This design comes from an exercise in tuning for small area, a short achievable clock period and few clock cycles on the open sky130 flow, not from production work. Only simulation tests tie the RTL to the original design; equivalence was not proved. Power figures rest on the tool's default switching activity, not on a simulated workload.

### flow/constraint.sdc
create_clock -name core_clock -period 6.0 [get_ports {clk}]
set_input_delay 1.2000 -clock core_clock [delete_from_list [all_inputs] [get_ports {clk}]]
set_output_delay 1.2000 -clock core_clock [all_outputs]
set_load 0.01 [all_outputs]
### flow/config.mk
export PLATFORM = sky130hd
export DESIGN_NAME = pooling_unit
export DESIGN_NICKNAME = pooling_unit
export VERILOG_FILES = /design/flow/design.v
export SDC_FILE = /design/flow/constraint.sdc
export NUM_CORES = 4
export LEC_CHECK = 0
export CAP_MARGIN = 20
export CORE_MARGIN = 2
export CORE_UTILIZATION = 40
export SETUP_SLACK_MARGIN = 2.7
export SLEW_MARGIN = 20
### flow/standard.sh
#!/bin/bash
# synth_recipe.tcl (not shown) runs the flow's synth.tcl, then flattens the netlist and writes it again
# the make line also repeats each setting of config.mk as NAME=value (left out here)
make -C /OpenROAD-flow-scripts/flow DESIGN_CONFIG=/design/flow/config.mk WORK_HOME=/design/flow/orfs CLKGATE_MAP_FILE= SYNTH_SCRIPT=/design/flow/synth_recipe.tcl "${@:-finish}"
### flow/flow/run.sh
#!/bin/bash
# The standard layout, with the port buffers made of plain buffers
# (sky130_fd_sc_hd__buf_2) instead of the delay cells buffer_ports picks.
set -euo pipefail
export BUFFER_PORTS_ARGS="-buffer_cell sky130_fd_sc_hd__buf_2"
bash standard.sh > standard.log 2>&1
### flow/design.v
package pooling_pkg;
  typedef enum logic [1:0] {
    IDLE   = 2'd0,
    ACCUM  = 2'd1,
    DIVIDE = 2'd2,
    OUT    = 2'd3
  } state_t;
  typedef enum logic {
    POOL_MEAN = 1'b0,
    POOL_MAX  = 1'b1
  } mode_t;
  function automatic integer len_width(input integer max_len);
    len_width = $clog2(max_len + 1);
  endfunction
  function automatic integer acc_width(input integer il, input integer fl, input integer max_len);
    acc_width = il + fl + len_width(max_len);
  endfunction
endpackage
module pool_divider #(
  parameter int NSTEP = 1
) (
  input  logic [3:0]         r_in,
  input  logic [2*NSTEP-1:0] d_in,
  input  logic [5:0]         n1,
  input  logic [5:0]         n3,
  output logic [3:0]         r_out,
  output logic [2*NSTEP-1:0] q_out
);
  logic [3:0] r [NSTEP+1];
  logic [5:0] z [NSTEP];
  logic [6:0] s1 [NSTEP];
  logic [5:0] s2 [NSTEP];
  logic [6:0] s3 [NSTEP];
  logic       c1 [NSTEP];
  logic       c2 [NSTEP];
  logic       c3 [NSTEP];
  always_comb begin
    r[0] = r_in;
    for (int i = 0; i < NSTEP; i++) begin
      z[i]  = {r[i], d_in[2*NSTEP-1-2*i -: 2]};
      s1[i] = {1'b0, z[i]} + {1'b0, n1};
      s2[i] = {1'b0, z[i][5:1]} + {1'b0, n1[4:0]};
      s3[i] = {1'b0, z[i]} + {1'b0, n3};
      c1[i] = s1[i][6];
      c2[i] = s2[i][5];
      c3[i] = s3[i][6];
      q_out[2*NSTEP-1-2*i -: 2] = {c2[i], c3[i] | (c1[i] & !c2[i])};
      if (c3[i])      r[i+1] = s3[i][3:0];
      else if (c2[i]) r[i+1] = {s2[i][2:0], z[i][0]};
      else if (c1[i]) r[i+1] = s1[i][3:0];
      else            r[i+1] = z[i][3:0];
    end
    r_out = r[NSTEP];
  end
endmodule
module pooling_unit #(
  parameter  int IL       = 4,
  parameter  int FL       = 16,
  parameter  int CHANNELS = 4,
  parameter  int MAX_LEN  = 16,
  localparam int LEN_W    = pooling_pkg::len_width(MAX_LEN),
  localparam int ACC_W    = pooling_pkg::acc_width(IL, FL, MAX_LEN),
  localparam int DW       = IL + FL
) (
  input  logic                 clk,
  input  logic                 rst,
  input  logic                 start,
  input  logic                 mode,
  input  logic [LEN_W-1:0]     len_cfg,
  input  logic [CHANNELS*DW-1:0] in_data,
  input  logic                 in_valid,
  output logic                 in_ready,
  output logic [CHANNELS*DW-1:0] out_data,
  output logic                 out_valid,
  input  logic                 out_ready,
  output logic                 busy
);
  localparam int SW     = DW + 4;                
  localparam int LO     = 12;                    
  localparam int NSTEP  = 1;                     
  localparam int NDIV   = DW / (2 * NSTEP);      
  logic             st_acc, st_fix, st_div, st_cor, st_out, st_busy;
  logic             mode_q, one_q;
  logic [3:0]       lm1_q;                       
  logic [5:0]       n1_q, n3_q;                  
  logic [3:0]       cnt_q;
  logic [LEN_W-1:0] len_clamped;
  logic             start_ok, beat, last_beat, last_div;
  logic [SW-1:0]         acc_q  [CHANNELS];
  logic                  cy_q   [CHANNELS];    
  logic                  neg_q  [CHANNELS];
  logic                  xr_q   [CHANNELS];    
  logic [3:0]            r_in   [CHANNELS];
  logic [DW-1:0]         x      [CHANNELS];
  logic [LO:0]           sum_lo [CHANNELS];
  logic [SW-LO-1:0]      sum_hi [CHANNELS];
  logic [DW-1:0]         xg     [CHANNELS];
  logic [DW-1:0]         q_new  [CHANNELS];
  logic                  cl_q   [CHANNELS];    
  logic                  cor    [CHANNELS];
  logic                  gt     [CHANNELS];
  logic [2*NSTEP-1:0]    d_in   [CHANNELS];
  logic [3:0]            r_nxt  [CHANNELS];
  logic [2*NSTEP-1:0]    q_nxt  [CHANNELS];
  assign in_ready  = st_acc;
  assign out_valid = st_out;
  assign busy      = st_busy;
  always_comb begin
    len_clamped = (len_cfg > LEN_W'(MAX_LEN)) ? LEN_W'(MAX_LEN) : len_cfg;
    start_ok    = start && !st_busy;
    beat        = in_valid && st_acc;
    last_beat   = beat && (cnt_q == '0);
    last_div    = st_div && (cnt_q == '0);
  end
  for (genvar g = 0; g < CHANNELS; g++) begin : g_lane
    always_comb begin
      x[g]      = in_data[g*DW +: DW];
      xg[g]     = x[g] & {DW{st_acc}};
      sum_lo[g] = {1'b0, acc_q[g][LO-1:0]} + (st_cor ? (LO+1)'(cl_q[g]) : {1'b0, x[g][LO-1:0]});
      sum_hi[g] = acc_q[g][SW-1:LO] + {{(SW-DW){xg[g][DW-1]}}, xg[g][DW-1:LO]}
                + (SW-LO)'(cy_q[g]);
      q_new[g]  = {acc_q[g][DW-2*NSTEP-1:0], q_nxt[g] ^ {(2*NSTEP){neg_q[g]}}};
      cor[g]    = neg_q[g] && (r_nxt[g] != lm1_q);
      gt[g]     = {~x[g][DW-1], x[g][DW-2:0]} > {~acc_q[g][DW-1], acc_q[g][DW-2:0]};
      d_in[g]   = acc_q[g][DW-1 -: 2*NSTEP] ^ {(2*NSTEP){neg_q[g]}};
      r_in[g]   = acc_q[g][SW-1:DW] ^ {(SW-DW){xr_q[g]}};
    end
    pool_divider #(
      .NSTEP(NSTEP)
    ) u_div (
      .r_in (r_in[g]),
      .d_in (d_in[g]),
      .n1   (n1_q),
      .n3   (n3_q),
      .r_out(r_nxt[g]),
      .q_out(q_nxt[g])
    );
    always_ff @(posedge clk) begin
      if (start_ok) begin
        acc_q[g] <= '0;
        acc_q[g][DW-1] <= mode && (len_clamped != '0);
        cy_q[g]  <= 1'b0;
        cl_q[g]  <= 1'b0;
      end else if (beat) begin
        if (!mode_q) begin
          acc_q[g] <= {sum_hi[g], sum_lo[g][LO-1:0]};
          cy_q[g]  <= sum_lo[g][LO];
        end else if (gt[g]) begin
          acc_q[g][DW-1:0] <= x[g];
        end
      end else if (st_fix) begin
        acc_q[g][SW-1:LO] <= sum_hi[g];
        neg_q[g] <= sum_hi[g][SW-LO-1];
        xr_q[g]  <= sum_hi[g][SW-LO-1];
      end else if (st_div) begin
        acc_q[g] <= {r_nxt[g], q_new[g]};
        xr_q[g]  <= 1'b0;
        cl_q[g]  <= cor[g];
        cy_q[g]  <= cor[g] && (&q_new[g][LO-1:0]);
      end else if (st_cor) begin
        acc_q[g][DW-1:0] <= {sum_hi[g][DW-LO-1:0], sum_lo[g][LO-1:0]};
        cl_q[g]  <= 1'b0;
      end
    end
    assign out_data[g*DW +: DW] = acc_q[g][DW-1:0];
  end
  always_ff @(posedge clk) begin
    if (rst) begin
      st_acc  <= 1'b0;
      st_fix  <= 1'b0;
      st_div  <= 1'b0;
      st_cor  <= 1'b0;
      st_out  <= 1'b0;
      st_busy <= 1'b0;
    end else begin
      if (start_ok) begin
        st_busy <= 1'b1;
        st_acc  <= (len_clamped != '0);
        st_out  <= (len_clamped == '0);
      end
      if (last_beat) begin
        st_acc <= 1'b0;
        if (!mode_q && !one_q) st_fix <= 1'b1;
        else st_out <= 1'b1;
      end
      if (st_fix) begin
        st_fix <= 1'b0;
        st_div <= 1'b1;
      end
      if (last_div) begin
        st_div <= 1'b0;
        st_cor <= 1'b1;
      end
      if (st_cor) begin
        st_cor <= 1'b0;
        st_out <= 1'b1;
      end
      if (st_out && out_ready) begin
        st_out  <= 1'b0;
        st_busy <= 1'b0;
      end
    end
  end
  always_ff @(posedge clk) begin
    if (start_ok) begin
      mode_q <= mode;
      one_q  <= (len_clamped == LEN_W'(1));
      lm1_q  <= 4'(len_clamped - LEN_W'(1));
      n1_q   <= 6'(7'd64 - 7'(len_clamped));
      n3_q   <= 6'(8'd192 - 8'(len_clamped) * 8'd3);
      cnt_q  <= 4'(len_clamped - LEN_W'(1));
    end else if (last_beat) begin
      cnt_q  <= 4'(NDIV - 1);
    end else if (beat || st_div) begin
      cnt_q  <= cnt_q - 4'd1;
    end
  end
endmodule
==> summary.txt, run 1 <==
RUN STATUS
------------------------------------------------------------------------------------
Status                                                      timing/DRC/antenna clean

STA
------------------------------------------------------------------------------------
Final hold violations                                                              0
Relative max-transition margin                                                 30.6%
Setup tns final                                                                 0 ns
Final number of max-transition violations                                          0
Post-layout min period                                                       3.32 ns
Unrepaired setup endpoints after global routing                                  yes
Max frequency                                                                301 MHz
Setup violators final                                                              0
Post-route clock period utilization                                            55.4%
Fin Clk Skew                                                               0.0158 ns
Worst setup margin                                                           2.68 ns
Worst slew pin tran                                                          1.04 ns
Min Hold Slack                                                              0.489 ns

ROUTE
------------------------------------------------------------------------------------
First-pass detailed-route iteration total                                          5
Number of remaining DRC errors                                                     0
Routed len/inst                                                              19.4 um
Routed Wire Length                                                          51900 um
Antenna-violating nets left                                                        0
Drt first-iter violations                                                       1062
Via count                                                                      15370
Vias per cell                                                                   5.74

DIE
------------------------------------------------------------------------------------
Total number of placement rows                                                    73
Horizontal extent of the die                                                  206 um
Die Area                                                                  0.0424 mm2
Initial core utilization                                                       40.8%
I/O pin count                                                                    174
DIE HEIGHT                                                                    206 um
Placeable core region                                                     0.0400 mm2

YOSYS
------------------------------------------------------------------------------------
Top FF cell, synth                                                      sky130_fd_sc_hd__dfxtp_1
Total nets after synthesis                                                      2371
Portion of the post-synthesis area used by sequential elements                 19.1%
Proportion of netlist area held by the largest area contributor                18.6%
Flops & latches, synth                                                           139
Average cell area after synthesis                                           8.10 um2
Syn Std Cell Area                                                         0.0163 mm2
Top post-synthesis cells by count                                       243 x sky130_fd_sc_hd__ha_1, 188 x sky130_fd_sc_hd__nor2_1, 129 x sky130_fd_sc_hd__a21oi_1
Yosys warnings                                                                    40
Mapped Cells                                                                    2013
Number of distinct library cells after synthesis                                  82
Share of flip-flops with an asynchronous set or reset after synthesis             0%
Post-synth EDFFs                                                                  33
Largest cells by area after synthesis                                   sky130_fd_sc_hd__ha_1 19%, sky130_fd_sc_hd__dfxtp_1 13%, sky130_fd_sc_hd__edfxtp_1 6.1%
Most repeated cell in the gate-level netlist after synthesis            sky130_fd_sc_hd__ha_1
Biggest area consumer among synthesized cells                           sky130_fd_sc_hd__ha_1

MIN PATH
------------------------------------------------------------------------------------
Hold crit path type                                                          reg2reg
Cell depth of the worst hold path                                                  2
Destination of the worst hold path                                           cl_q[3]
Launch point of the worst hold path                                          cl_q[3]

PLACE
------------------------------------------------------------------------------------
Placed insts                                                                    2571
Post-detailed-placement half-perimeter wirelength                           38700 um
Placement-stage worst setup slack                                            1.90 ns
Placer congestion estimate                                                     0.914
Buffers added on ports                                                           173

SETUP PATH
------------------------------------------------------------------------------------
Largest fanout on the critical path                                                6
Crit path launch type                                                           flop
Logic depth of the worst register-to-register path                                10
Required time reported for the critical path endpoint                        6.29 ns
Critical path endpoint category                                                 flop
Critical path data arrival time                                              3.61 ns
Launch point of the worst reg-to-reg path                                    xr_q[0]
Worst r2r dst                                                                cl_q[0]
Worst Path Class, Setup                                                      reg2reg
Slack of the worst reg-to-reg path                                           2.68 ns

LAYOUT
------------------------------------------------------------------------------------
Layout cell share with drive strength beyond 1                                 20.6%
Final Util                                                                     46.9%
Final non-filler cell total                                                     2677
Multi-input gate area in the final layout                                 0.0124 mm2
Growth of design area from synthesis to finish                                 15.1%
Final #Nets                                                                     2491
Area used by sequential logic in the layout                              0.00312 mm2
Final-layout fill cell count                                                    3950

PWR
------------------------------------------------------------------------------------
Peak ir drop on the vdd network                                           0.000214 V
Ratio of total power to cell area                                         245 mW/mm2
Static leakage                                                            0.00829 uW

CTS
------------------------------------------------------------------------------------
TritonCTS clock tree                                                             yes
CTS root buf                                                            sky130_fd_sc_hd__clkbuf_16
Worst-path clk slew                                                          0.07 ns
CTS Buffer Depth                                                                   2
Inserted Clock Buffers                                                            17
H-Tree Depth                                                                       4
Skew-Pair Late Insertion Delay                                               0.44 ns
Clock tree sinks                                                                 139

GLOBAL ROUTING
------------------------------------------------------------------------------------
Overflow left after global routing                                                 0
Vias in the first global route                                                 14986
All-layer global routing usage                                                 24.1%
Antenna violations before repair                                                   8
Wire length of the first global-routing pass                                80900 um
Largest net degree at the start of global routing                                 78

RUN
------------------------------------------------------------------------------------
Number of maximum-capacitance constraint violations                                0

## cells in the final DEF, fill, tap and decap left out, types with 33 or more instances in the layout
cell type	Yosys	final
sky130_fd_sc_hd__ha_1	243	234
sky130_fd_sc_hd__a21o_1	51	51
sky130_fd_sc_hd__a211oi_1	67	63
sky130_fd_sc_hd__nor2_1	188	181
sky130_fd_sc_hd__xnor2_1	82	76
sky130_fd_sc_hd__buf_2	10	172
sky130_fd_sc_hd__edfxtp_1	33	33
sky130_fd_sc_hd__nand2_1	107	102
sky130_fd_sc_hd__nand3_1	41	38
sky130_fd_sc_hd__nor3_1	41	40
sky130_fd_sc_hd__and2_1	37	36
sky130_fd_sc_hd__a221oi_1	41	40
sky130_fd_sc_hd__xor2_1	74	62
sky130_fd_sc_hd__nor2b_1	68	64
sky130_fd_sc_hd__buf_4	85	77
sky130_fd_sc_hd__o21ai_0	119	104
sky130_fd_sc_hd__dfxtp_1	106	102
sky130_fd_sc_hd__inv_1	126	120
sky130_fd_sc_hd__a21oi_1	129	113
## cell type report
class | instances | area share (%)
multi-input cells | 1595 | 66.3
clock buffers | 17 | 2.27
clock inverters | 14 | 0.786
inverters | 127 | 2.58
diodes | 7 | 0.0933
well taps | 525 | 3.50
repair buffers | 253 | 7.90
flip-flops and latches | 139 | 16.6
## worst max-delay path by stage
stage                           start            to  cells after the start
after global placement    in_data[77]  acc_q[3][11]                     11
final                         xr_q[0]       cl_q[0]                     10
after global routing          xr_q[0]       cl_q[0]                     11
after floorplan           in_data[40]       cy_q[2]                     13
after CTS                     xr_q[0]       cl_q[0]                     12
after detailed placement  in_data[77]  acc_q[3][11]                     11
## state kept, by name, indices dropped and copies added (netlist names), 4 cells and up
name	flops
cnt_q	4
n1_q	6
cl_q	4
n3_q	5
lm1_q	4
cy_q	4
neg_q	4
xr_q	4
acc_q	96
## repair_timing
item                                    CTS  global route
gates resized for setup                  60            86
endpoints found under the setup margin   92            67
endpoints found under the hold margin     0             0
cloned                                    0             1
setup buffers                            31            36
hold buffers                              0             0
pin swaps                                24            55
## per-stage QoR
step                instance area, um2  total power, uW
floorplan                        16400             2830
global placement                 17100             3260
detailed placement               17100             3300
CTS                              18100             4460
global route                     18800             4920
finish                           18800             4600
## critical path, cell delays in order, from the launching register on
cell	delay [ns]
sky130_fd_sc_hd__edfxtp_1	0.52
sky130_fd_sc_hd__xor2_1	0.45
sky130_fd_sc_hd__ha_1	0.34
sky130_fd_sc_hd__a21oi_1	0.35
sky130_fd_sc_hd__nand2_2	0.26
sky130_fd_sc_hd__a32o_1	0.33
sky130_fd_sc_hd__a21oi_2	0.22
sky130_fd_sc_hd__xor2_1	0.20
sky130_fd_sc_hd__o2111ai_2	0.22
sky130_fd_sc_hd__a32oi_1	0.23
sky130_fd_sc_hd__nor2_1	0.06
## power by group
part           internal [uW]  total (uW)  switching (uW)  leakage (uW)
Sequential              1080        1270             193       0.00119
Combinational            998        2260            1260       0.00683
Clock                    611        1070             463      0.000279
Total                   2690        4600            1920       0.00829
## routing by layer
metal / global-route usage, % / part of all wire, %
met5: 0 / 0
met4: 9.29 / 2.6
met3: 3.42 / 5.4
met2: 39.1 / 46
met1: 32.4 / 45
## cell families (layout without fill, tap and decap cells)
logic type / after synthesis / count (layout) / share of synthesized area [%]
mux: 23 / 23 / 1.46
xor+xnor: 156 / 156 / 8.38
compound gates: 568 / 568 / 23.4
other cells: 0 / 7 / 0
buf+inv: 280 / 411 / 8.71
flops: 139 / 139 / 19.1
fa+ha+maj: 267 / 267 / 21.6
simple gates: 580 / 581 / 17.4
Testbench counts, summed over its fixed seeds: cycles 12,707.
==> run 2: changes to the inputs <==
--- a/flow/config.mk
+++ b/flow/config.mk
@@ -5,8 +5,8 @@
 export SDC_FILE = /design/flow/constraint.sdc
 export NUM_CORES = 4
 export LEC_CHECK = 0
-export CAP_MARGIN = 20
+export CAP_MARGIN = 10
 export CORE_MARGIN = 2
 export CORE_UTILIZATION = 40
 export SETUP_SLACK_MARGIN = 2.7
-export SLEW_MARGIN = 20
+export SLEW_MARGIN = 10
==> run 2 against run 1 <==
Compared with the run above:
- synthesized cell count unchanged
- maximum frequency is the same
- non-clock buffer count is the same
- hold slack stayed put
- final area stayed put
- critical endpoint unchanged
==> summary.txt, run 2 <==
STA
------------------------------------------------------------------------------------
Relative max-transition margin                                                 30.6%
Post-layout min period                                                       3.32 ns
Setup tns final                                                                 0 ns
Post-route clock period utilization                                            55.4%
Setup violators final                                                              0
Unrepaired setup endpoints after global routing                                  yes
Final number of max-transition violations                                          0
Final hold violations                                                              0
Max frequency                                                                301 MHz
Fin Clk Skew                                                               0.0158 ns
Worst slew pin tran                                                          1.04 ns

YOSYS
------------------------------------------------------------------------------------
Syn Std Cell Area                                                         0.0163 mm2
Top FF cell, synth                                                      sky130_fd_sc_hd__dfxtp_1
Largest cells by area after synthesis                                   sky130_fd_sc_hd__ha_1 19%, sky130_fd_sc_hd__dfxtp_1 13%, sky130_fd_sc_hd__edfxtp_1 6.1%
Biggest area consumer among synthesized cells                           sky130_fd_sc_hd__ha_1
Flops & latches, synth                                                           139
Post-synth EDFFs                                                                  33
Average cell area after synthesis                                           8.10 um2
Top post-synthesis cells by count                                       243 x sky130_fd_sc_hd__ha_1, 188 x sky130_fd_sc_hd__nor2_1, 129 x sky130_fd_sc_hd__a21oi_1
Most repeated cell in the gate-level netlist after synthesis            sky130_fd_sc_hd__ha_1
Portion of the post-synthesis area used by sequential elements                 19.1%
Mapped Cells                                                                    2013
Share of flip-flops with an asynchronous set or reset after synthesis             0%
Number of distinct library cells after synthesis                                  82
Yosys warnings                                                                    40
Total nets after synthesis                                                      2371
Proportion of netlist area held by the largest area contributor                18.6%

GLOBAL ROUTING
------------------------------------------------------------------------------------
All-layer global routing usage                                                 24.1%
Antenna violations before repair                                                   8
Wire length of the first global-routing pass                                80900 um
Overflow left after global routing                                                 0
Vias in the first global route                                                 14986
Largest net degree at the start of global routing                                 78

LAYOUT
------------------------------------------------------------------------------------
Biggest registers after layout                                          acc_q: 96 flops, n1_q: 6 flops, n3_q: 5 flops
Top reg by flops                                                               acc_q
Layout cell share with drive strength beyond 1                                 20.6%
Largest register FFs                                                              96
Top library cells by usage in the layout, fill and taps aside           234 x sky130_fd_sc_hd__ha_1, 181 x sky130_fd_sc_hd__nor2_1, 172 x sky130_fd_sc_hd__buf_2, 120 x sky130_fd_sc_hd__inv_1, 113 x sky130_fd_sc_hd__a21oi_1
Finished layout cell area                                                 0.0188 mm2
Final-layout fill cell count                                                    3950
Leading cell type in the layout, fill and taps excluded                 sky130_fd_sc_hd__ha_1
Final #Nets                                                                     2491
Growth of design area from synthesis to finish                                 15.1%

SETUP PATH
------------------------------------------------------------------------------------
Required time reported for the critical path endpoint                        6.29 ns
Launch point of the worst reg-to-reg path                                    xr_q[0]
Slowest CP cell                                                         sky130_fd_sc_hd__edfxtp_1
Largest incremental delay on the critical path                               0.52 ns
Critical Path End                                                            cl_q[0]
Cells along the critical path                                           xor2_1 -> ha_1 -> a21oi_1 -> nand2_2 -> a32o_1 -> a21oi_2 -> xor2_1 -> o2111ai_2 -> a32oi_1 -> nor2_1
Critical path data arrival time                                              3.61 ns
Logic depth of the worst register-to-register path                                10
Slack of the worst reg-to-reg path                                           2.68 ns
Critical path endpoint category                                                 flop
Most Frequent Cell on Critical Path                                     sky130_fd_sc_hd__xor2_1
Dominant delay contributor by cell family on the critical path          compound AO/OA/AOI/OAI gates
Critical Path Start                                                          xr_q[0]
Buffers & Inverters on Critical Path                                               0
Largest fanout on the critical path                                                6
Number of stages on the worst setup path                                          10
Crit path launch type                                                           flop
Worst Path Class, Setup                                                      reg2reg
Worst r2r dst                                                                cl_q[0]

PWR
------------------------------------------------------------------------------------
Ratio of total power to cell area                                         245 mW/mm2
Logic pwr share                                                                49.1%
Clock network fraction of total power                                          23.3%
Internal power of the cells                                                  2690 uW
Overall Power                                                                4600 uW
Peak ir drop on the vdd network                                           0.000214 V
Sequential fraction of design power                                            27.6%
Net switching share of the total power                                         41.6%
Static leakage                                                            0.00829 uW
Net switching power                                                          1920 uW

RUN STATUS
------------------------------------------------------------------------------------
Status                                                      timing/DRC/antenna clean

DIE
------------------------------------------------------------------------------------
DIE HEIGHT                                                                    206 um
I/O pin count                                                                    174
Initial core utilization                                                       40.8%
Horizontal extent of the die                                                  206 um
Placeable core region                                                     0.0400 mm2
Die Area                                                                  0.0424 mm2
Total number of placement rows                                                    73

ROUTE
------------------------------------------------------------------------------------
Antenna-violating nets left                                                        0
Drt first-iter violations                                                       1062
Vias per cell                                                                   5.74
First-pass detailed-route iteration total                                          5
Routed len/inst                                                              19.4 um
Number of remaining DRC errors                                                     0
Via count                                                                      15370
Routed Wire Length                                                          51900 um

CTS
------------------------------------------------------------------------------------
Worst-path clk slew                                                          0.07 ns
H-Tree Depth                                                                       4
# hold bufs at CTS                                                                 0
CTS root buf                                                            sky130_fd_sc_hd__clkbuf_16
CTS Buffer Depth                                                                   2
Clock tree sinks                                                                 139
Skew-Pair Late Insertion Delay                                               0.44 ns
Inserted Clock Buffers                                                            17
TritonCTS clock tree                                                             yes

PLACE
------------------------------------------------------------------------------------
Buffers added on ports                                                           173
Instance area at placement                                                0.0171 mm2
Placer congestion estimate                                                     0.914
Post-detailed-placement half-perimeter wirelength                           38700 um

RUN
------------------------------------------------------------------------------------
Number of maximum-capacitance constraint violations                                0

MIN PATH
------------------------------------------------------------------------------------
Hold crit path type                                                          reg2reg

run 2: cell counts after synthesis:
No cell type changed its count.
run 2: kinds of logic after synthesis:
logic type	after synthesis	synth area share (%)
adders and majority gates	267	21.6
xor gates and xnor gates	156	8.38
muxes	23	1.46
DFF	139	19.1
AOI/OAI and AO/OA	568	23.4
buffers and inverters	280	8.71
and+or+nand+nor	580	17.4
run 2: stage by stage:
stage / worst slack (ns) / util [%] / hold WS [ns] / std cells
floorplan: 2.66 / - / 0.444 / 2013
global placement: 2.05 / 42.6 / 0.471 / 2571
detailed placement: 1.90 / 42.6 / 0.469 / 2571
CTS: 2.63 / 45.3 / 0.484 / 2633
global route: 2.58 / 46.9 / 0.535 / 2676
finish: 2.68 / 46.9 / 0.489 / 2677
run 2: area by class of cell:
| class | count | area [um2] | area share, % |
|---|---|---|---|
| Timing Repair Buffer | 253 | 1480 | 7.90 |
| Tap cell | 525 | 657 | 3.50 |
| Multi-Input combinational cell | 1595 | 12400 | 66.3 |
| Clock buffer | 17 | 425 | 2.27 |
| Antenna cell | 7 | 17.5 | 0.0933 |
| Inverter | 127 | 484 | 2.58 |
| Clock inverter | 14 | 148 | 0.786 |
| Sequential cell | 139 | 3120 | 16.6 |
run 2: how the worst min path moves through the flow:
stage,from,to,cells after the start,slack (ns)
finish,cl_q[3],cl_q[3],2,0.49
CTS,cl_q[3],cl_q[3],2,0.48
global placement,cl_q[3],cl_q[3],2,0.47
global route,cl_q[0],cl_q[0],2,0.53
detailed placement,cl_q[3],cl_q[3],2,0.47
floorplan,cl_q[3],cl_q[3],2,0.44
run 2: worst min-delay path, delay by kind of cell, from the launching register on:
family,cells,cell delay [ns]
AOI/OAI and AO/OA,1,0.07
DFF,1,0.31
and+or+nand+nor,1,0.05
run 2: per-layer routing:
layer / vias up / share of wire (%) / global-route usage [%]
met3: 72 / 5.4 / 3.42
met1: 7375 / 45 / 32.4
met4: 0 / 2.6 / 9.29
met2: 474 / 46 / 39.1
met5: - / 0 / 0
li1: 7449 / - / -
run 2: what timing repair did:
item / 4_1_cts / 5_1_grt
resized for setup: 60 / 86
setup endpoints to repair: 92 / 67
setup buffers: 31 / 36
pin swaps: 24 / 55
gates cloned: 0 / 1
run 2: power groups by stage:
stage               clock network (uW)  logic, uW  registers (uW)
finish                            1070       2260            1270
detailed placement                   0       2020            1280
global placement                     0       1980            1280
CTS                               1080       2100            1270
floorplan                            0       1620            1210
global route                      1120       2510            1290
==> run 3: changes to the inputs <==
--- a/flow/design.v
+++ b/flow/design.v
@@ -24,7 +24,8 @@
   input  logic [5:0]         n1,
   input  logic [5:0]         n3,
   output logic [3:0]         r_out,
-  output logic [2*NSTEP-1:0] q_out
+  output logic [2*NSTEP-1:0] q_out,
+  output logic               r_top
 );
   logic [3:0] r [NSTEP+1];
   logic [5:0] z [NSTEP];
@@ -51,6 +52,8 @@
       else            r[i+1] = z[i][3:0];
     end
     r_out = r[NSTEP];
+    r_top = (s1[NSTEP-1][5:0] == 6'h3f) || ({s2[NSTEP-1][4:0], z[NSTEP-1][0]} == 6'h3f)
+         || (s3[NSTEP-1][5:0] == 6'h3f) || (z[NSTEP-1] == {~n1[3:0], 2'b11});
   end
 endmodule
 module pooling_unit #(
@@ -98,6 +101,7 @@
   logic [DW-1:0]         q_new  [CHANNELS];
   logic                  cl_q   [CHANNELS];    
   logic                  cor    [CHANNELS];
+  logic                  r_top  [CHANNELS];
   logic                  gt     [CHANNELS];
   logic [2*NSTEP-1:0]    d_in   [CHANNELS];
   logic [3:0]            r_nxt  [CHANNELS];
@@ -120,7 +124,7 @@
       sum_hi[g] = acc_q[g][SW-1:LO] + {{(SW-DW){xg[g][DW-1]}}, xg[g][DW-1:LO]}
                 + (SW-LO)'(cy_q[g]);
       q_new[g]  = {acc_q[g][DW-2*NSTEP-1:0], q_nxt[g] ^ {(2*NSTEP){neg_q[g]}}};
-      cor[g]    = neg_q[g] && (r_nxt[g] != lm1_q);
+      cor[g]    = neg_q[g] && !r_top[g];
       gt[g]     = {~x[g][DW-1], x[g][DW-2:0]} > {~acc_q[g][DW-1], acc_q[g][DW-2:0]};
       d_in[g]   = acc_q[g][DW-1 -: 2*NSTEP] ^ {(2*NSTEP){neg_q[g]}};
       r_in[g]   = acc_q[g][SW-1:DW] ^ {(SW-DW){xr_q[g]}};
@@ -133,7 +137,8 @@
       .n1   (n1_q),
       .n3   (n3_q),
       .r_out(r_nxt[g]),
-      .q_out(q_nxt[g])
+      .q_out(q_nxt[g]),
+      .r_top(r_top[g])
     );
     always_ff @(posedge clk) begin
       if (start_ok) begin
--- a/flow/config.mk
+++ b/flow/config.mk
@@ -5,8 +5,8 @@
 export SDC_FILE = /design/flow/constraint.sdc
 export NUM_CORES = 4
 export LEC_CHECK = 0
-export CAP_MARGIN = 10
+export CAP_MARGIN = 20
 export CORE_MARGIN = 2
 export CORE_UTILIZATION = 40
 export SETUP_SLACK_MARGIN = 2.7
-export SLEW_MARGIN = 10
+export SLEW_MARGIN = 20
==> run 3 against run 2 <==
Compared with the run above:
- maximum frequency up 1.2%
- final area up 3.1%
- register-to-register slack gained 0.06 ns
- combinational power increased by 2%
- clock skew fell by 0.0011 ns
- wire length rose by 16%
- via count is 11% higher
- final cell count up 5.2%
- critical path type is now in2reg
- critical endpoint is now acc_q[3][22]
- highest routed layer is now met5
==> summary.txt, run 3 <==
RUN STATUS
------------------------------------------------------------------------------------
Status                                                      timing/DRC/antenna clean

GLOBAL ROUTING
------------------------------------------------------------------------------------
Antenna violations before repair                                                   4
Overflow left after global routing                                                 0
Wire length of the first global-routing pass                                92100 um
All-layer global routing usage                                                 26.2%
Vias in the first global route                                                 16140
Largest net degree at the start of global routing                                 58

PWR
------------------------------------------------------------------------------------
Static leakage                                                            0.00847 uW
Peak ir drop on the vdd network                                           0.000154 V
Ratio of total power to cell area                                         241 mW/mm2

PLACE
------------------------------------------------------------------------------------
Buffers added on ports                                                           173
Post-detailed-placement half-perimeter wirelength                           44800 um
Instance area at placement                                                0.0181 mm2
Placer congestion estimate                                                     0.961

CTS
------------------------------------------------------------------------------------
H-Tree Depth                                                                       4
Inserted Clock Buffers                                                            17
Skew-Pair Late Insertion Delay                                               0.45 ns
# hold bufs at CTS                                                                 0
CTS Buffer Depth                                                                   2
Clock tree sinks                                                                 135
TritonCTS clock tree                                                             yes
Worst-path clk slew                                                          0.07 ns
CTS root buf                                                            sky130_fd_sc_hd__clkbuf_16

ROUTE
------------------------------------------------------------------------------------
Routed len/inst                                                              21.3 um
First-pass detailed-route iteration total                                          5
Drt first-iter violations                                                       1329
Vias per cell                                                                   6.08
Routed Wire Length                                                          60100 um
Via count                                                                      17126
Antenna-violating nets left                                                        0
Number of remaining DRC errors                                                     0

STA
------------------------------------------------------------------------------------
Fin Clk Skew                                                               0.0147 ns
Setup tns final                                                                 0 ns
Post-layout min period                                                       3.28 ns
Max frequency                                                                305 MHz
Final number of max-transition violations                                          0
Relative max-transition margin                                                 23.1%
Unrepaired setup endpoints after global routing                                  yes
Post-route clock period utilization                                            54.7%
Final hold violations                                                              0
Setup violators final                                                              0
Worst slew pin tran                                                          1.15 ns

DIE
------------------------------------------------------------------------------------
Placeable core region                                                     0.0428 mm2
Total number of placement rows                                                    76
I/O pin count                                                                    174
Horizontal extent of the die                                                  212 um
DIE HEIGHT                                                                    212 um
Initial core utilization                                                       40.3%
Die Area                                                                  0.0448 mm2

LAYOUT
------------------------------------------------------------------------------------
Biggest registers after layout                                          acc_q: 96 flops, n1_q: 6 flops, n3_q: 5 flops
Leading cell type in the layout, fill and taps excluded                 sky130_fd_sc_hd__ha_1
Finished layout cell area                                                 0.0194 mm2
Top library cells by usage in the layout, fill and taps aside           242 x sky130_fd_sc_hd__ha_1, 173 x sky130_fd_sc_hd__buf_2, 146 x sky130_fd_sc_hd__nor2_1, 140 x sky130_fd_sc_hd__nand2_1, 133 x sky130_fd_sc_hd__a21oi_1
Largest register FFs                                                              96
Top reg by flops                                                               acc_q
Layout cell share with drive strength beyond 1                                 16.1%
Final Util                                                                     45.3%
Final-layout fill cell count                                                    4304
Growth of design area from synthesis to finish                                 12.3%
Final #Nets                                                                     2612

SETUP PATH
------------------------------------------------------------------------------------
Most Frequent Cell on Critical Path                                     sky130_fd_sc_hd__fa_2
Worst Path Class, Setup                                                       in2reg
Critical path endpoint category                                                 flop
Slowest CP cell                                                         sky130_fd_sc_hd__a2111oi_4
Critical path data arrival time                                              3.62 ns
Largest incremental delay on the critical path                               0.37 ns
Largest fanout on the critical path                                                3
Required time reported for the critical path endpoint                        6.34 ns
Cells along the critical path                                           buf_2 -> and2_4 -> fa_2 -> fa_2 -> a21o_1 -> a211o_1 -> a2111oi_4 -> o41ai_1 -> xor2_1 -> o221ai_1 -> nor2_1
Crit path launch type                                                   primary input

MIN PATH
------------------------------------------------------------------------------------
Hold crit path type                                                          reg2reg

YOSYS
------------------------------------------------------------------------------------
Top FF cell, synth                                                      sky130_fd_sc_hd__dfxtp_1
Total nets after synthesis                                                      2525
Most repeated cell in the gate-level netlist after synthesis            sky130_fd_sc_hd__ha_1
Flops & latches, synth                                                           135
Top post-synthesis cells by count                                       243 x sky130_fd_sc_hd__ha_1, 148 x sky130_fd_sc_hd__nor2_1, 144 x sky130_fd_sc_hd__a21oi_1
Mapped Cells                                                                    2167
Largest cells by area after synthesis                                   sky130_fd_sc_hd__ha_1 18%, sky130_fd_sc_hd__dfxtp_1 12%, sky130_fd_sc_hd__edfxtp_1 5.0%
Proportion of netlist area held by the largest area contributor                17.6%
Post-synth EDFFs                                                                  29
Share of flip-flops with an asynchronous set or reset after synthesis             0%
Average cell area after synthesis                                           7.96 um2
Biggest area consumer among synthesized cells                           sky130_fd_sc_hd__ha_1
Portion of the post-synthesis area used by sequential elements                 17.4%
Number of distinct library cells after synthesis                                  79
Yosys warnings                                                                    41
Syn Std Cell Area                                                         0.0172 mm2

RUN
------------------------------------------------------------------------------------
Number of maximum-capacitance constraint violations                                0

## run 3: cell count changes after synthesis, sizes merged, moves of 11 or more
cell | previous run | this run
a211oi | 67 | 52
a21oi | 131 | 144
a221oi | 43 | 32
a22oi | 31 | 46
a311oi | 8 | 33
a31oi | 18 | 37
clkbuf | 52 | 64
nand2 | 107 | 143
nor2 | 189 | 150
nor3 | 41 | 57
o211ai | 9 | 27
## run 3: cell families (layout without fill, tap and decap cells)
group                      after synthesis  after routing  synth area share [%]
xor gates and xnor gates               160            160                  8.12
buffers and inverters                  292            391                  8.41
DFF                                    135            135                  17.4
adders and majority gates              267            267                  20.4
and+or+nand+nor                        614            614                  17.6
AOI/OAI and AO/OA                      672            673                  26.5
muxes                                   27             27                  1.61
other                                    0              4                     0
## run 3: layout make-up
cell class / instances / area [um2] / area share, %
multi-input combinational: 1741 / 13200 / 68.3
sequential: 135 / 3000 / 15.5
timing repair buffer: 231 / 1370 / 7.06
tap: 546 / 683 / 3.53
clock buffer: 22 / 517 / 2.67
inverter: 128 / 482 / 2.49
clock inverter: 10 / 87.6 / 0.452
antenna: 4 / 10.0 / 0.0517
## run 3: final timing paths
path / startpoint / depth (start not counted) / end / slack [ns]
worst max-delay path: in_data[72] / 11 / acc_q[3][22] / 2.72
worst min register to register: cl_q[1] / 2 / cl_q[1] / 0.48
worst min-delay path: cl_q[1] / 2 / cl_q[1] / 0.48
worst max register to register: acc_q[1][19] / 11 / cl_q[1] / 2.74
## run 3: through the flow
stage | cells | power, uW | setup WS [ns] | hold slack [ns]
finish | 2817 | 4670 | 2.72 | 0.479
CTS | 2784 | 4570 | 2.64 | 0.479
floorplan | 2167 | 2900 | 2.60 | 0.432
global placement | 2745 | 3380 | 1.98 | 0.452
detailed placement | 2745 | 3430 | 2.02 | 0.463
global route | 2814 | 4970 | 2.61 | 0.508
## run 3: where the power goes
part           internal [uW]  switching [uW]
sequential              1040             203
combinational            985            1320
clock                    652             462
total                   2680            1990
## run 3: critical path: cells and delay by family
kind | cells | cell delay (ns)
AOI/OAI and AO/OA | 5 | 1.18
adders and majority gates | 2 | 0.71
and+or+nand+nor | 2 | 0.22
xor gates and xnor gates | 1 | 0.17
buffers and inverters | 1 | 0.14
## run 3: per-layer routing
metal	up-vias	routed length, um	global-route usage, %
met5	-	13	0
met4	2	1680	8.67
met3	86	4040	4.06
met2	599	27400	42.5
met1	8354	27000	35.5
li1	8085	-	-
## run 3: timing repair
item                                    in CTS  in global routing
endpoints found under the setup margin      55                 75
cloned                                       0                  1
buffers inserted                             7                 28
pin swaps                                    1                 15
gates resized for setup                     24                 41
hold endpoints to repair                     0                  0
Testbench counts of run 3, summed over its fixed seeds: cycles 12,707.
==> run 4: changes to the inputs <==
--- a/flow/design.v
+++ b/flow/design.v
@@ -83,6 +83,7 @@
   localparam int NSTEP  = 1;                     
   localparam int NDIV   = DW / (2 * NSTEP);      
   logic             st_acc, st_fix, st_div, st_cor, st_out, st_busy;
+  logic             st_first;                    
   logic             mode_q, one_q;
   logic [3:0]       lm1_q;                       
   logic [5:0]       n1_q, n3_q;                  
@@ -92,14 +93,12 @@
   logic [SW-1:0]         acc_q  [CHANNELS];
   logic                  cy_q   [CHANNELS];    
   logic                  neg_q  [CHANNELS];
-  logic                  xr_q   [CHANNELS];    
   logic [3:0]            r_in   [CHANNELS];
   logic [DW-1:0]         x      [CHANNELS];
   logic [LO:0]           sum_lo [CHANNELS];
   logic [SW-LO-1:0]      sum_hi [CHANNELS];
   logic [DW-1:0]         xg     [CHANNELS];
   logic [DW-1:0]         q_new  [CHANNELS];
-  logic                  cl_q   [CHANNELS];    
   logic                  cor    [CHANNELS];
   logic                  r_top  [CHANNELS];
   logic                  gt     [CHANNELS];
@@ -120,14 +119,14 @@
     always_comb begin
       x[g]      = in_data[g*DW +: DW];
       xg[g]     = x[g] & {DW{st_acc}};
-      sum_lo[g] = {1'b0, acc_q[g][LO-1:0]} + (st_cor ? (LO+1)'(cl_q[g]) : {1'b0, x[g][LO-1:0]});
+      sum_lo[g] = {1'b0, acc_q[g][LO-1:0]} + (st_cor ? (LO+1)'(neg_q[g]) : {1'b0, x[g][LO-1:0]});
       sum_hi[g] = acc_q[g][SW-1:LO] + {{(SW-DW){xg[g][DW-1]}}, xg[g][DW-1:LO]}
                 + (SW-LO)'(cy_q[g]);
       q_new[g]  = {acc_q[g][DW-2*NSTEP-1:0], q_nxt[g] ^ {(2*NSTEP){neg_q[g]}}};
       cor[g]    = neg_q[g] && !r_top[g];
       gt[g]     = {~x[g][DW-1], x[g][DW-2:0]} > {~acc_q[g][DW-1], acc_q[g][DW-2:0]};
       d_in[g]   = acc_q[g][DW-1 -: 2*NSTEP] ^ {(2*NSTEP){neg_q[g]}};
-      r_in[g]   = acc_q[g][SW-1:DW] ^ {(SW-DW){xr_q[g]}};
+      r_in[g]   = acc_q[g][SW-1:DW] ^ {(SW-DW){st_first && acc_q[g][SW-1]}};
     end
     pool_divider #(
       .NSTEP(NSTEP)
@@ -145,7 +144,6 @@
         acc_q[g] <= '0;
         acc_q[g][DW-1] <= mode && (len_clamped != '0);
         cy_q[g]  <= 1'b0;
-        cl_q[g]  <= 1'b0;
       end else if (beat) begin
         if (!mode_q) begin
           acc_q[g] <= {sum_hi[g], sum_lo[g][LO-1:0]};
@@ -156,15 +154,12 @@
       end else if (st_fix) begin
         acc_q[g][SW-1:LO] <= sum_hi[g];
         neg_q[g] <= sum_hi[g][SW-LO-1];
-        xr_q[g]  <= sum_hi[g][SW-LO-1];
       end else if (st_div) begin
         acc_q[g] <= {r_nxt[g], q_new[g]};
-        xr_q[g]  <= 1'b0;
-        cl_q[g]  <= cor[g];
+        if (last_div) neg_q[g] <= cor[g];
         cy_q[g]  <= cor[g] && (&q_new[g][LO-1:0]);
       end else if (st_cor) begin
         acc_q[g][DW-1:0] <= {sum_hi[g][DW-LO-1:0], sum_lo[g][LO-1:0]};
-        cl_q[g]  <= 1'b0;
       end
     end
     assign out_data[g*DW +: DW] = acc_q[g][DW-1:0];
@@ -173,6 +168,7 @@
     if (rst) begin
       st_acc  <= 1'b0;
       st_fix  <= 1'b0;
+      st_first <= 1'b0;
       st_div  <= 1'b0;
       st_cor  <= 1'b0;
       st_out  <= 1'b0;
@@ -188,6 +184,7 @@
         if (!mode_q && !one_q) st_fix <= 1'b1;
         else st_out <= 1'b1;
       end
+      st_first <= st_fix;
       if (st_fix) begin
         st_fix <= 1'b0;
         st_div <= 1'b1;
==> run 4 against run 3 <==
Compared with the run above:
- global-route usage is 0.90 points lower
- sequential power is 8% lower
- combinational power is 15% lower
- largest power group unchanged
- power is 13% lower
==> summary.txt, run 4 <==
RUN STATUS
------------------------------------------------------------------------------------
Status                                                      timing/DRC/antenna clean

YOSYS
------------------------------------------------------------------------------------
Syn Std Cell Area                                                         0.0175 mm2
Synthesized-area fraction occupied by and/or/nand/nor cells                    18.2%
Fraction of synthesized area in multiplexers                                   1.29%
Top FF cell, synth                                                      sky130_fd_sc_hd__dfxtp_1
Yosys warnings                                                                    37
Parity-gate share of the synthesized area counting xor and xnor cells          6.94%
Total nets after synthesis                                                      2569
Top post-synthesis cells by count                                       243 x sky130_fd_sc_hd__ha_1, 154 x sky130_fd_sc_hd__inv_1, 146 x sky130_fd_sc_hd__a21oi_1
Mapped Cells                                                                    2211
Flops & latches, synth                                                           128
Post-synth EDFFs                                                                  25
Synthesized-area fraction occupied by ao, oa, aoi and oai cells                28.5%
Proportion of netlist area held by the largest area contributor                17.3%
Number of distinct library cells after synthesis                                  83
Share of flip-flops with an asynchronous set or reset after synthesis             0%
Portion of the post-synthesis area used by sequential elements                 16.1%
Average cell area after synthesis                                           7.93 um2
Main combinational cell family by area after synthesis                  compound AO/OA/AOI/OAI gates
Adder-cell area share of the yosys netlist                                     20.1%
Largest cells by area after synthesis                                   sky130_fd_sc_hd__ha_1 17%, sky130_fd_sc_hd__dfxtp_1 12%, sky130_fd_sc_hd__edfxtp_1 4.3%
Most repeated cell in the gate-level netlist after synthesis            sky130_fd_sc_hd__ha_1
Biggest area consumer among synthesized cells                           sky130_fd_sc_hd__ha_1

STA
------------------------------------------------------------------------------------
Setup tns final                                                                 0 ns
Fin Clk Skew                                                              0.00923 ns
Final number of max-transition violations                                          0
Relative max-transition margin                                                 36.2%
Post-route clock period utilization                                            55.4%
Post-layout min period                                                       3.32 ns
Worst setup margin                                                           2.68 ns
Worst slew pin tran                                                         0.950 ns
Max frequency                                                                301 MHz
Unrepaired setup endpoints after global routing                                  yes
Final hold violations                                                              0
Setup violators final                                                              0

SETUP PATH
------------------------------------------------------------------------------------
Critical path endpoint category                                                 flop
Dominant delay contributor by cell family on the critical path          compound AO/OA/AOI/OAI gates
Buffers & Inverters on Critical Path                                               1
Cells along the critical path                                           buf_2 -> and3_4 -> o211a_1 -> o31ai_1 -> a211oi_2 -> a21oi_4 -> or2_2
Worst Path Class, Setup                                                       in2reg
Crit path launch type                                                   primary input
Largest fanout on the critical path                                               52
Largest incremental delay on the critical path                               0.73 ns
Number of stages on the worst setup path                                           7
Logic depth of the worst register-to-register path                                 7
Launch point of the worst reg-to-reg path                                     st_acc
Critical path data arrival time                                              3.53 ns
Required time reported for the critical path endpoint                        6.20 ns
Worst r2r dst                                                           acc_q[2][19]
Slowest CP cell                                                         sky130_fd_sc_hd__and3_4
Slack of the worst reg-to-reg path                                           2.76 ns

PWR
------------------------------------------------------------------------------------
Sequential fraction of design power                                            28.4%
Overall Power                                                                4050 uW
Peak ir drop on the vdd network                                           0.000157 V
Ratio of total power to cell area                                         209 mW/mm2
Net switching power                                                          1710 uW
Clock network fraction of total power                                          23.2%
Logic pwr share                                                                48.4%
Static leakage                                                            0.00833 uW
Internal power of the cells                                                  2330 uW
Net switching share of the total power                                         42.4%

GLOBAL ROUTING
------------------------------------------------------------------------------------
Vias in the first global route                                                 16581
Routing layer with the top usage in global route                                met2
Overflow left after global routing                                                 0
Antenna violations before repair                                                   8
Wire length of the first global-routing pass                                90500 um
Met3 capacity usage during global routing                                      3.84%
Largest net degree at the start of global routing                                 57
Routing usage on met2                                                          41.1%
All-layer global routing usage                                                 25.3%
Met1 routing resource usage after global routing                               33.5%

LAYOUT
------------------------------------------------------------------------------------
Finished layout cell area                                                 0.0194 mm2
Final #Nets                                                                     2647
Layout cell share with drive strength beyond 1                                 15.6%
Top reg by flops                                                               acc_q
Top library cells by usage in the layout, fill and taps aside           242 x sky130_fd_sc_hd__ha_1, 173 x sky130_fd_sc_hd__buf_2, 152 x sky130_fd_sc_hd__inv_1, 141 x sky130_fd_sc_hd__o21ai_0, 139 x sky130_fd_sc_hd__a21oi_1
Final-layout fill cell count                                                    4389
Growth of design area from synthesis to finish                                 10.4%
Largest register FFs                                                              96
Biggest registers after layout                                          acc_q: 96 flops, n1_q: 6 flops, n3_q: 5 flops
Leading cell type in the layout, fill and taps excluded                 sky130_fd_sc_hd__ha_1

CTS
------------------------------------------------------------------------------------
TritonCTS clock tree                                                             yes
Inserted Clock Buffers                                                            17
Clock tree sinks                                                                 128
Skew-Pair Late Insertion Delay                                               0.45 ns
CTS Buffer Depth                                                                   2
# hold bufs at CTS                                                                 0
Worst-path clk slew                                                          0.06 ns
H-Tree Depth                                                                       4
CTS root buf                                                            sky130_fd_sc_hd__clkbuf_16

RUN
------------------------------------------------------------------------------------
Number of maximum-capacitance constraint violations                                0

DIE
------------------------------------------------------------------------------------
I/O pin count                                                                    174
Placeable core region                                                     0.0432 mm2
Die Area                                                                  0.0455 mm2
DIE HEIGHT                                                                    213 um
Horizontal extent of the die                                                  213 um
Total number of placement rows                                                    76
Initial core utilization                                                       40.6%

PLACE
------------------------------------------------------------------------------------
Placement-stage worst setup slack                                            1.90 ns
Placer congestion estimate                                                     0.932
Instance area at placement                                                0.0183 mm2
Buffers added on ports                                                           173
Post-detailed-placement half-perimeter wirelength                           43900 um

MIN PATH
------------------------------------------------------------------------------------
Launch point of the worst hold path                                          st_busy
Hold crit path type                                                          reg2reg
Destination of the worst hold path                                           st_busy
Cell depth of the worst hold path                                                  2

ROUTE
------------------------------------------------------------------------------------
Routed len/inst                                                              20.2 um
First-pass detailed-route iteration total                                          6
Via count                                                                      17176
Number of remaining DRC errors                                                     0
Antenna-violating nets left                                                        0
Drt first-iter violations                                                       1313
Routed Wire Length                                                          58300 um
Vias per cell                                                                   5.94

[run 4: how the worst max path moves through the flow]
stage / end / from / slack [ns]
6_report: acc_q[2][19] / in_valid / 2.68
5_1_grt: acc_q[2][10] / st_cor / 2.60
4_1_cts: acc_q[1][0] / acc_q[1][18] / 2.64
3_5_place_dp: acc_q[0][9] / in_valid / 1.90
3_3_place_gp: acc_q[0][9] / in_valid / 2.02
2_1_floorplan: neg_q[2] / in_data[52] / 2.71
[run 4: metal layers]
| metal | wire [um] | share of wire (%) |
|---|---|---|
| met5 | 25 | 0.043 |
| met4 | 2230 | 3.8 |
| met3 | 3710 | 6.4 |
| met2 | 26400 | 45 |
| met1 | 26000 | 45 |
[run 4: final cells by class]
cell class,count,area (um2),area share (%)
Timing Repair Buffer,221,1240,6.40
Tap cell,585,732,3.78
Antenna cell,5,12.5,0.0646
Multi-Input combinational cell,1767,13500,69.5
Inverter,154,584,3.02
Clock buffer,18,429,2.22
Clock inverter,14,76.3,0.394
Sequential cell,128,2820,14.6
[run 4: power by group through the flow]
| stage | clock (uW) | sequential, uW | combinational, uW |
|---|---|---|---|
| 5_1_grt | 985 | 1160 | 2180 |
| 4_1_cts | 949 | 1140 | 1900 |
| 6_report | 938 | 1150 | 1960 |
| 2_1_floorplan | 0 | 1090 | 1490 |
| 3_3_place_gp | 0 | 1160 | 1830 |
| 3_5_place_dp | 0 | 1160 | 1870 |
[run 4: cells by family (layout without fill, tap and decap cells)]
group / Yosys count / after routing
multiplexers: 22 / 22
other: 0 / 5
AND/OR/NAND/NOR: 614 / 614
flip-flops: 128 / 128
adder cells (fa/ha/maj): 267 / 267
XOR/XNOR: 138 / 138
AO/OA/AOI/OAI: 724 / 726
buffers and inverters: 318 / 407
[run 4: worst min-delay path: cells and delay by family (launching register included)]
kind / cells / cell delay [ns]
flops: 1 / 0.32
simple gates: 1 / 0.10
compound gates: 1 / 0.05
[run 4: timing repair]
item | CTS | global route
resized for setup | 17 | 42
pin swaps | 2 | 2
setup buffers | 9 | 18
gates cloned | 1 | 1
setup endpoints to repair | 43 | 55
[run 4: metrics by stage]
step | utilization [%] | cells | hold WS, ns
2_1_floorplan | - | 2211 | 0.474
3_3_place_gp | 42.4 | 2826 | 0.498
3_5_place_dp | 42.4 | 2826 | 0.508
4_1_cts | 44.0 | 2868 | 0.517
5_1_grt | 44.8 | 2888 | 0.555
6_report | 44.8 | 2892 | 0.517
Testbench counts of run 4, summed over its fixed seeds: cycles 12,707.
==> run 5: changes to the inputs <==
--- a/flow/design.v
+++ b/flow/design.v
@@ -24,8 +24,7 @@
   input  logic [5:0]         n1,
   input  logic [5:0]         n3,
   output logic [3:0]         r_out,
-  output logic [2*NSTEP-1:0] q_out,
-  output logic               r_top
+  output logic [2*NSTEP-1:0] q_out
 );
   logic [3:0] r [NSTEP+1];
   logic [5:0] z [NSTEP];
@@ -52,8 +51,6 @@
       else            r[i+1] = z[i][3:0];
     end
     r_out = r[NSTEP];
-    r_top = (s1[NSTEP-1][5:0] == 6'h3f) || ({s2[NSTEP-1][4:0], z[NSTEP-1][0]} == 6'h3f)
-         || (s3[NSTEP-1][5:0] == 6'h3f) || (z[NSTEP-1] == {~n1[3:0], 2'b11});
   end
 endmodule
 module pooling_unit #(
@@ -93,14 +90,15 @@
   logic [SW-1:0]         acc_q  [CHANNELS];
   logic                  cy_q   [CHANNELS];    
   logic                  neg_q  [CHANNELS];
+  logic                  neg    [CHANNELS];
   logic [3:0]            r_in   [CHANNELS];
   logic [DW-1:0]         x      [CHANNELS];
   logic [LO:0]           sum_lo [CHANNELS];
   logic [SW-LO-1:0]      sum_hi [CHANNELS];
   logic [DW-1:0]         xg     [CHANNELS];
   logic [DW-1:0]         q_new  [CHANNELS];
+  logic                  cl_q   [CHANNELS];    
   logic                  cor    [CHANNELS];
-  logic                  r_top  [CHANNELS];
   logic                  gt     [CHANNELS];
   logic [2*NSTEP-1:0]    d_in   [CHANNELS];
   logic [3:0]            r_nxt  [CHANNELS];
@@ -119,13 +117,14 @@
     always_comb begin
       x[g]      = in_data[g*DW +: DW];
       xg[g]     = x[g] & {DW{st_acc}};
-      sum_lo[g] = {1'b0, acc_q[g][LO-1:0]} + (st_cor ? (LO+1)'(neg_q[g]) : {1'b0, x[g][LO-1:0]});
+      sum_lo[g] = {1'b0, acc_q[g][LO-1:0]} + (st_cor ? (LO+1)'(cl_q[g]) : {1'b0, x[g][LO-1:0]});
       sum_hi[g] = acc_q[g][SW-1:LO] + {{(SW-DW){xg[g][DW-1]}}, xg[g][DW-1:LO]}
                 + (SW-LO)'(cy_q[g]);
-      q_new[g]  = {acc_q[g][DW-2*NSTEP-1:0], q_nxt[g] ^ {(2*NSTEP){neg_q[g]}}};
-      cor[g]    = neg_q[g] && !r_top[g];
+      q_new[g]  = {acc_q[g][DW-2*NSTEP-1:0], q_nxt[g] ^ {(2*NSTEP){neg[g]}}};
+      cor[g]    = neg_q[g] && (r_nxt[g] != lm1_q);
       gt[g]     = {~x[g][DW-1], x[g][DW-2:0]} > {~acc_q[g][DW-1], acc_q[g][DW-2:0]};
-      d_in[g]   = acc_q[g][DW-1 -: 2*NSTEP] ^ {(2*NSTEP){neg_q[g]}};
+      neg[g]    = st_first ? acc_q[g][SW-1] : neg_q[g];
+      d_in[g]   = acc_q[g][DW-1 -: 2*NSTEP] ^ {(2*NSTEP){neg[g]}};
       r_in[g]   = acc_q[g][SW-1:DW] ^ {(SW-DW){st_first && acc_q[g][SW-1]}};
     end
     pool_divider #(
@@ -136,14 +135,14 @@
       .n1   (n1_q),
       .n3   (n3_q),
       .r_out(r_nxt[g]),
-      .q_out(q_nxt[g]),
-      .r_top(r_top[g])
+      .q_out(q_nxt[g])
     );
     always_ff @(posedge clk) begin
       if (start_ok) begin
         acc_q[g] <= '0;
         acc_q[g][DW-1] <= mode && (len_clamped != '0);
         cy_q[g]  <= 1'b0;
+        cl_q[g]  <= 1'b0;
       end else if (beat) begin
         if (!mode_q) begin
           acc_q[g] <= {sum_hi[g], sum_lo[g][LO-1:0]};
@@ -153,13 +152,14 @@
         end
       end else if (st_fix) begin
         acc_q[g][SW-1:LO] <= sum_hi[g];
-        neg_q[g] <= sum_hi[g][SW-LO-1];
       end else if (st_div) begin
         acc_q[g] <= {r_nxt[g], q_new[g]};
-        if (last_div) neg_q[g] <= cor[g];
+        neg_q[g] <= neg[g];
+        cl_q[g]  <= cor[g];
         cy_q[g]  <= cor[g] && (&q_new[g][LO-1:0]);
       end else if (st_cor) begin
         acc_q[g][DW-1:0] <= {sum_hi[g][DW-LO-1:0], sum_lo[g][LO-1:0]};
+        cl_q[g]  <= 1'b0;
       end
     end
     assign out_data[g*DW +: DW] = acc_q[g][DW-1:0];
--- a/flow/config.mk
+++ b/flow/config.mk
@@ -7,6 +7,7 @@
 export LEC_CHECK = 0
 export CAP_MARGIN = 20
 export CORE_MARGIN = 2
-export CORE_UTILIZATION = 40
-export SETUP_SLACK_MARGIN = 2.7
+export CORE_UTILIZATION = 60
+export PLACE_DENSITY = 0.75
+export SETUP_SLACK_MARGIN = 2.8
 export SLEW_MARGIN = 20
==> run 5 against run 4 <==
Compared with the run above:
- hold slack lost 0.017 ns
- maximum frequency shrank 7.6%
- combinational power grew 18%
- clock-buffer cell count shrank 1
==> summary.txt, run 5 <==
DIE
------------------------------------------------------------------------------------
DIE HEIGHT                                                                    170 um
Total number of placement rows                                                    60
Placeable core region                                                     0.0270 mm2
I/O pin count                                                                    174
Initial core utilization                                                       61.0%
Horizontal extent of the die                                                  170 um
Die Area                                                                  0.0287 mm2

YOSYS
------------------------------------------------------------------------------------
Mapped Cells                                                                    2041
Most repeated cell in the gate-level netlist after synthesis            sky130_fd_sc_hd__ha_1
Total nets after synthesis                                                      2400
Post-synth EDFFs                                                                  29
Main combinational cell family by area after synthesis                  compound AO/OA/AOI/OAI gates
Top FF cell, synth                                                      sky130_fd_sc_hd__dfxtp_1
Share of flip-flops with an asynchronous set or reset after synthesis             0%
Yosys warnings                                                                    40
Average cell area after synthesis                                           8.05 um2
Proportion of netlist area held by the largest area contributor                18.6%
Number of distinct library cells after synthesis                                  74
Flops & latches, synth                                                           136
Parity-gate share of the synthesized area counting xor and xnor cells          8.08%
Synthesized-area fraction occupied by and/or/nand/nor cells                    17.2%
Syn Std Cell Area                                                         0.0164 mm2
Top post-synthesis cells by count                                       244 x sky130_fd_sc_hd__ha_1, 157 x sky130_fd_sc_hd__inv_1, 153 x sky130_fd_sc_hd__nor2_1
Fraction of synthesized area in multiplexers                                   1.42%
Largest cells by area after synthesis                                   sky130_fd_sc_hd__ha_1 19%, sky130_fd_sc_hd__dfxtp_1 13%, sky130_fd_sc_hd__edfxtp_1 5.3%
Portion of the post-synthesis area used by sequential elements                 18.3%
Adder-cell area share of the yosys netlist                                     21.5%
Biggest area consumer among synthesized cells                           sky130_fd_sc_hd__ha_1
Synthesized-area fraction occupied by ao, oa, aoi and oai cells                24.5%

STA
------------------------------------------------------------------------------------
Post-layout min period                                                       3.60 ns
Min Hold Slack                                                              0.500 ns
Unrepaired setup endpoints after global routing                                  yes
Fin Clk Skew                                                               0.0154 ns
Max frequency                                                                278 MHz
Setup tns final                                                                 0 ns
Worst slew pin tran                                                          1.04 ns
Final hold violations                                                              0
Relative max-transition margin                                                 30.1%
Final number of max-transition violations                                          0
Post-route clock period utilization                                            60.0%
Setup violators final                                                              0

GLOBAL ROUTING
------------------------------------------------------------------------------------
Antenna violations before repair                                                   5
Overflow left after global routing                                                 0
Vias in the first global route                                                 15675
Wire length of the first global-routing pass                                81800 um
All-layer global routing usage                                                 35.7%
Largest net degree at the start of global routing                                 49

SETUP PATH
------------------------------------------------------------------------------------
Crit path launch type                                                           flop
Worst r2r dst                                                                cl_q[0]
Critical path endpoint category                                                 flop
Cells along the critical path                                           buf_12 -> mux2i_4 -> xnor2_2 -> ha_2 -> inv_2 -> fa_2 -> nor2b_2 -> o2111ai_2 -> and2_4 -> a211o_1 -> a31o_1 -> xor2_1 -> or4_1 -> a32o_1
Required time reported for the critical path endpoint                        6.32 ns
Logic depth of the worst register-to-register path                                14
Slowest CP cell                                                         sky130_fd_sc_hd__dfxtp_4
Launch point of the worst reg-to-reg path                                   st_first
Worst Path Class, Setup                                                      reg2reg
Dominant delay contributor by cell family on the critical path          compound AO/OA/AOI/OAI gates
Largest fanout on the critical path                                                5
Critical path data arrival time                                              3.92 ns
Slack of the worst reg-to-reg path                                           2.40 ns
Number of stages on the worst setup path                                          14
Largest incremental delay on the critical path                               0.42 ns
Buffers & Inverters on Critical Path                                               2

PWR
------------------------------------------------------------------------------------
Peak ir drop on the vdd network                                           0.000178 V
Ratio of total power to cell area                                         249 mW/mm2
Static leakage                                                            0.00866 uW

LAYOUT
------------------------------------------------------------------------------------
Leading cell type in the layout, fill and taps excluded                 sky130_fd_sc_hd__ha_1
Final #Nets                                                                     2524
Biggest registers after layout                                          acc_q: 96 flops, n1_q: 6 flops, n3_q: 5 flops
Top library cells by usage in the layout, fill and taps aside           235 x sky130_fd_sc_hd__ha_1, 173 x sky130_fd_sc_hd__buf_2, 151 x sky130_fd_sc_hd__inv_1, 150 x sky130_fd_sc_hd__nor2_1, 113 x sky130_fd_sc_hd__nand2_1
Top reg by flops                                                               acc_q
Growth of design area from synthesis to finish                                 16.1%
Largest register FFs                                                              96
Layout cell share with drive strength beyond 1                                 20.8%

CTS
------------------------------------------------------------------------------------
Clock tree sinks                                                                 136
TritonCTS clock tree                                                             yes
CTS root buf                                                            sky130_fd_sc_hd__clkbuf_16
H-Tree Depth                                                                       4
Skew-Pair Late Insertion Delay                                               0.43 ns
Worst-path clk slew                                                          0.06 ns
CTS Buffer Depth                                                                   2
Inserted Clock Buffers                                                            17

ROUTE
------------------------------------------------------------------------------------
Vias per cell                                                                   6.56
Drt first-iter violations                                                       1713
First-pass detailed-route iteration total                                          9
Routed Wire Length                                                          53400 um
Number of remaining DRC errors                                                     0
Antenna-violating nets left                                                        0
Routed len/inst                                                              21.2 um
Via count                                                                      16545

RUN STATUS
------------------------------------------------------------------------------------
Status                                                      timing/DRC/antenna clean

PLACE
------------------------------------------------------------------------------------
Buffers added on ports                                                           173
Placer congestion estimate                                                     0.977
Post-detailed-placement half-perimeter wirelength                           38500 um

MIN PATH
------------------------------------------------------------------------------------
Launch point of the worst hold path                                           st_out
Cell depth of the worst hold path                                                  1
Destination of the worst hold path                                           st_busy
Hold crit path type                                                          reg2reg

RUN
------------------------------------------------------------------------------------
Number of maximum-capacitance constraint violations                                0

## run 5: cell count changes in the layout (fill, tap and decap cells not counted), moves of 12 or more
cell	change
sky130_fd_sc_hd__a222oi_1	+15
sky130_fd_sc_hd__nand3_1	-22
sky130_fd_sc_hd__a21oi_1	-32
sky130_fd_sc_hd__a21o_1	+12
sky130_fd_sc_hd__o21a_1	-13
sky130_fd_sc_hd__nor2b_1	-23
sky130_fd_sc_hd__nand4_1	-13
sky130_fd_sc_hd__o31ai_1	-30
sky130_fd_sc_hd__buf_4	+19
sky130_fd_sc_hd__o21ai_0	-52
sky130_fd_sc_hd__nor2_1	+17
sky130_fd_sc_hd__nor3_1	-14
sky130_fd_sc_hd__nand2b_1	-12
## run 5: kinds of logic after synthesis
kind of cell	count (synthesis)
compound gates	592
xor+xnor	146
fa+ha+maj	268
buf+inv	312
flops	136
mux	20
simple gates	567
## run 5: layout make-up
class	count	area (um2)
diodes	4	10.0
clock buffers	17	425
clock inverters	15	199
fillers	2102	7870
inverters	160	609
multi-input cells	1593	12800
flip-flops and latches	136	3020
well taps	341	427
repair buffers	257	1620
## run 5: worst max-delay path by stage
stage                        start            to
after floorplan           st_first       cl_q[0]
after global placement    in_valid  acc_q[3][12]
after detailed placement  in_valid  acc_q[3][16]
after CTS                 st_first       cl_q[0]
after global routing      st_first       cl_q[0]
final                     st_first       cl_q[0]
## run 5: report_power, final
group          internal, uW  leakage [uW]  switching [uW]  total (uW)
Clock                   698      0.000294             471        1170
Combinational          1060       0.00721            1270        2320
Sequential             1060       0.00116             211        1270
Total                  2810       0.00866            1950        4760
## run 5: layer usage
layer  up-vias  wire length, um  GRT usage, %
met5         -                0             0
met4         0             2290          15.4
met3       149             4590          4.99
met2       835            24400          59.1
met1      7944            22100          46.7
li1       7617                -             -
## run 5: worst register-to-register path, cell delays in order (launching register included)
cell                        delay (ns)
sky130_fd_sc_hd__dfxtp_4          0.42
sky130_fd_sc_hd__buf_12           0.13
sky130_fd_sc_hd__mux2i_4          0.26
sky130_fd_sc_hd__xnor2_2          0.16
sky130_fd_sc_hd__ha_2             0.22
sky130_fd_sc_hd__inv_2            0.06
sky130_fd_sc_hd__fa_2             0.36
sky130_fd_sc_hd__nor2b_2          0.13
sky130_fd_sc_hd__o2111ai_2        0.19
sky130_fd_sc_hd__and2_4           0.21
sky130_fd_sc_hd__a211o_1          0.28
sky130_fd_sc_hd__a31o_1           0.25
sky130_fd_sc_hd__xor2_1           0.16
sky130_fd_sc_hd__or4_1            0.42
sky130_fd_sc_hd__a32o_1           0.23
## run 5: what timing repair did
item / CTS / global route
setup buffers: 40 / 26
hold buffers: 0 / 0
cloned: 0 / 2
setup endpoints to repair: 76 / 81
gates resized for setup: 77 / 79
pin swaps: 30 / 36
endpoints found under the hold margin: 0 / 0
## run 5: metrics by stage
step	utilization (%)	power (uW)	area (um2)	cells	worst slack [ns]
after global placement	63.6	3240	17100	2419	2.10
final	70.8	4760	19100	2523	2.40
after detailed placement	63.6	3300	17100	2419	1.94
after floorplan	-	2840	16600	2041	2.57
after CTS	68.5	4570	18500	2491	2.48
after global routing	70.8	5030	19100	2521	2.34
Testbench counts of run 5, summed over its fixed seeds: cycles 12,707.

==> static timing again, ports no longer ideal <==
How much do the figures lean on ideal ports? The routed layouts below were timed once more, with nothing changed but the port constraints.
Step 1 assumes that a clkbuf_16 drives the clock port and a buf_2 every other input.
Step 2 also shifts input and output timing later by t, the mid clock arrival at the registers, as if the neighbouring blocks saw the same clock.
Three values: ideal, step 1, step 2; two values: the first two.
run | t, ns | setup WS [ns] | clock arrival spread, ns
run 1 | 0.486 | 2.679 / 2.679 / 2.294 | 0.016 / 0.016
run 2 | 0.486 | 2.679 / 2.679 / 2.294 | 0.016 / 0.016
run 3 | 0.498 | 2.719 / 2.737 / 2.256 | 0.014 / 0.014
run 4 | 0.494 | 2.676 / 2.666 / 2.172 | 0.009 / 0.010
run 5 | 0.480 | 2.403 / 2.403 / 2.370 | 0.017 / 0.017
After both steps every run listed still meets setup and hold. For run 4, which loses most, drivers alone change the setup slack by -0.010 ns; drivers and shift together by -0.504 ns.
